Context: an optimization exercise on an open-source flow, tuned for small area, a short achievable clock period and few clock cycles per item. The choices shown serve that exercise and are no tape-out recipe. The RTL was checked by simulation tests, not by an equivalence proof against the original design. No activity file was given, so power comes from the tool's default toggle rates.

## factorial_core
module factorial_core #(
    parameter int unsigned MAX_N = 20
) (
    input  logic             clk,
    input  logic             reset_n,
    input  logic             fifo_empty,
    input  logic [31:0]      fifo_dout,
    output logic             fifo_rd_en,
    output logic [63:0]      result,
    output logic             result_valid,
    input  logic             result_ready,
    output logic             overflow,
    output logic             busy
);
Size in the first run: about 180 cells after synthesis, ~13 flip-flops, about 100 I/O pins, roughly 1300 sq um of cells after synthesis.
clock: 10.0 ns
lec_check: 0
abc_area: 1
cap_margin: 20
core_margin: 2
core_utilization: 40
slew_margin: 20
standard.sh (not shown) runs the stock make flow with config.mk's settings and CLKGATE_MAP_FILE= SYNTH_SCRIPT=/design/flow/synth_recipe.tcl, a recipe that flattens the netlist after the stock synthesis.
==> flow/flow/run.sh <==
#!/bin/bash
set -euo pipefail
export BUFFER_PORTS_ARGS="-buffer_cell sky130_fd_sc_hd__buf_1"
export SETUP_SLACK_MARGIN=5.3
export SKIP_REPAIR_TIE_FANOUT=1
for step in synth floorplan place cts route finish; do
  bash standard.sh "$step" > "log_$step.txt" 2>&1
done
Testbench counts at the start, summed over its fixed seeds: cycles 1,048, items 1,024.
Change:
--- a/flow/flow/run.sh
+++ b/flow/flow/run.sh
@@ -2,0 +3,18 @@
+here=$(pwd)
+{
+  cat <<'EOT'
+proc use_flow_abc_script {name1 name2 op} {
+  upvar #0 abc_args a
+  set i [lsearch -exact $a -script]
+  if {$i >= 0 && [lindex $a [expr {$i + 1}]] ne $::env(FLOW_ABC_SCRIPT)} {
+    lset a [expr {$i + 1}] $::env(FLOW_ABC_SCRIPT)
+  }
+}
+trace add variable ::abc_args write use_flow_abc_script
+# no half/full adder cells: they would only come from XORs in the table
+set ::env(ADDER_MAP_FILE) ""
+EOT
+  cat synth_recipe.tcl
+} > flow_synth.tcl
+export FLOW_ABC_SCRIPT="$here/flow/area.abc"
+sed "s#SYNTH_SCRIPT=[^ ]*#SYNTH_SCRIPT=$here/flow_synth.tcl#" standard.sh > flow_standard.sh
@@ -7 +25 @@
-  bash standard.sh "$step" > "log_$step.txt" 2>&1
+  bash flow_standard.sh "$step" > "log_$step.txt" 2>&1
==> flow/flow/area.abc (new file) <==
strash; dch -f; map -a; mfs2; strash; dch -f; map -a; topo; stime -c; buffer -c; dnsize -c
- CORE_AREA: unset -> 2 2 60 60
- CORE_MARGIN: 2 -> unset
- CORE_UTILIZATION: 40 -> unset
- DIE_AREA: unset -> 0 0 62 62
Outcome: Worst setup slack is about the same; area after synthesis goes down by 11%; clock-buffer cell count stays the same; cell count rises by 1.3%; routed wire length came out higher by 2.7%; core utilization shrinks by 8.1 points.

* * *

factorial_core again, from the RTL that the note above started with.
Design factorial_core, start of the top module:
module factorial_core #(
    parameter int unsigned MAX_N = 20
) (
    input  logic             clk,
    input  logic             reset_n,
    input  logic             fifo_empty,
    input  logic [31:0]      fifo_dout,
    output logic             fifo_rd_en,
    output logic [63:0]      result,
    output logic             result_valid,
    input  logic             result_ready,
    output logic             overflow,
    output logic             busy
);
Settings: LEC_CHECK=0, ABC_AREA=1, CAP_MARGIN=20, CORE_MARGIN=2, CORE_UTILIZATION=40, SLEW_MARGIN=20; clock period 10.0 ns.
==> flow/flow/run.sh <==
#!/bin/bash
set -euo pipefail
here=$(pwd)
{
  cat <<'EOT'
proc use_flow_abc_script {name1 name2 op} {
  upvar #0 abc_args a
  set i [lsearch -exact $a -script]
  if {$i >= 0 && [lindex $a [expr {$i + 1}]] ne $::env(FLOW_ABC_SCRIPT)} {
    lset a [expr {$i + 1}] $::env(FLOW_ABC_SCRIPT)
  }
}
trace add variable ::abc_args write use_flow_abc_script
EOT
  cat synth_recipe.tcl
} > flow_synth.tcl
export FLOW_ABC_SCRIPT="$here/flow/area.abc"
sed "s#SYNTH_SCRIPT=[^ ]*#SYNTH_SCRIPT=$here/flow_synth.tcl#" standard.sh > flow_standard.sh
export BUFFER_PORTS_ARGS="-buffer_cell sky130_fd_sc_hd__buf_1"
export SETUP_SLACK_MARGIN=5.45
export SKIP_REPAIR_TIE_FANOUT=1
for step in synth floorplan place cts route finish; do
  bash flow_standard.sh "$step" > "log_$step.txt" 2>&1
done
==> flow/flow/area.abc <==
strash; dch -f; map -a; mfs2; strash; dch -f; map -a; topo; stime -c; buffer -c; dnsize -c
Testbench counts at the start, summed over its fixed seeds: cycles 1,048, items 1,024.
Next try:
==> flow/flow/run.sh (replaced) <==
#!/bin/bash
set -euo pipefail
export BUFFER_PORTS_ARGS="-buffer_cell sky130_fd_sc_hd__buf_1"
export SETUP_SLACK_MARGIN=5.45
export SKIP_REPAIR_TIE_FANOUT=1
export CTS_ARGS="-repair_clock_nets -root_buf sky130_fd_sc_hd__clkbuf_8 -buf_list sky130_fd_sc_hd__clkbuf_8 -sink_clustering_enable -sink_clustering_size 50 -sink_clustering_max_diameter 1000 -sink_clustering_levels 1"
for step in synth floorplan place cts route finish; do
  bash standard.sh "$step" > "log_$step.txt" 2>&1
done
removed: flow/flow/area.abc
- The new run produced a clean layout
- cell count rose by 1.3%
- critical path depth is unchanged
- clock skew barely changes
- via count fell by 3.6%
- area after synthesis rose by 9.4%
- power rose by 1.7%
Next try:
==> flow/flow/run.sh (replaced) <==
#!/bin/bash
set -euo pipefail
export BUFFER_PORTS_ARGS="-buffer_cell sky130_fd_sc_hd__buf_1"
export SETUP_SLACK_MARGIN=5.45
export SKIP_REPAIR_TIE_FANOUT=1
for step in synth floorplan place cts route finish; do
  bash standard.sh "$step" > "log_$step.txt" 2>&1
done
- CORE_UTILIZATION: 40 -> 62
Result:
- maximum frequency is lower slightly
- design area falls by a few percent
- worst setup slack degrades by 0.023 ns
- combinational power is higher by a few percent
- synthesized area does not change
- worst hold slack is better by 0.012 ns
- critical path depth stays the same
- sequential power came out lower slightly
- routed wire length went up by a few percent
- total power is lower by a few percent
- global-route usage climbs by 8.6 points
Next try:
==> flow/flow/run.sh (replaced) <==
#!/bin/bash
set -euo pipefail
here=$(pwd)
{
  cat <<'EOT'
proc use_flow_abc_script {name1 name2 op} {
  upvar #0 abc_args a
  set i [lsearch -exact $a -script]
  if {$i >= 0 && [lindex $a [expr {$i + 1}]] ne $::env(FLOW_ABC_SCRIPT)} {
    lset a [expr {$i + 1}] $::env(FLOW_ABC_SCRIPT)
  }
}
trace add variable ::abc_args write use_flow_abc_script
# no half/full adder cells: they would only come from XORs in the table
set ::env(ADDER_MAP_FILE) ""
EOT
  cat synth_recipe.tcl
} > flow_synth.tcl
export FLOW_ABC_SCRIPT="$here/flow/area.abc"
sed "s#SYNTH_SCRIPT=[^ ]*#SYNTH_SCRIPT=$here/flow_synth.tcl#" standard.sh > flow_standard.sh
export BUFFER_PORTS_ARGS="-buffer_cell sky130_fd_sc_hd__buf_1"
export SETUP_SLACK_MARGIN=5.0
export SKIP_REPAIR_TIE_FANOUT=1
for step in synth floorplan place cts route finish; do
  bash flow_standard.sh "$step" > "log_$step.txt" 2>&1
done
==> flow/flow/area.abc (new file) <==
strash; dch -f; map -a; mfs2; strash; dch -f; map -a; topo; stime -c; buffer -c; dnsize -c
- CORE_AREA: not set -> 2 2 60 60
- CORE_MARGIN: 2 -> not set
- CORE_UTILIZATION: 62 -> not set
- DIE_AREA: not set -> 0 0 62 62
Hold slack hardly moves; sequential share of layout area grows by 2.0 points; total power decreases by about 10%; cell area came out lower by about 8%; worst setup slack barely changes; sequential cell count is unchanged.

-- what the ideal ports hide --
The flow's constraints put no driver on any port. The routed layouts listed below were extracted and timed again, unchanged, in two steps.
Step 1 assumes that a clkbuf_16 drives the clock port and a buf_2 every other input.
Step 2 moves the port delays by t, midway between the first and last clock arrival at a register: inputs arrive t later, outputs are due t later. That takes back most of the time a late clock gives input paths.
Three values: ideal, step 1, step 2; two values: the first two.
| run | t (ns) | slack for setup (ns) | worst hold slack (ns) | worst setup path at the end | worst register clock-pin slew, ns |
|---|---|---|---|---|---|
| the first run of note 1 | 0.278 | 5.458 / 5.435 / 5.435 | 0.516 / 0.516 / 0.516 | input to output | 0.07 / 0.07 |
| the second run of note 1 | 0.281 | 5.457 / 5.436 / 5.436 | 0.524 / 0.524 / 0.524 | input to output | 0.08 / 0.08 |
| the first run of note 2 | 0.283 | 5.533 / 5.510 / 5.510 | 0.520 / 0.520 / 0.520 | input to output | 0.08 / 0.08 |
| the second run of note 2 | 0.254 | 5.478 / 5.455 / 5.455 | 0.512 / 0.512 / 0.512 | input to output | 0.05 / 0.05 |
| the third run of note 2 | 0.290 | 5.456 / 5.433 / 5.433 | 0.524 / 0.524 / 0.524 | input to output | 0.07 / 0.07 |
| the fourth run of note 2 | 0.281 | 5.457 / 5.436 / 5.436 | 0.524 / 0.524 / 0.524 | input to output | 0.08 / 0.08 |
After both steps setup and hold are still met in every run listed.
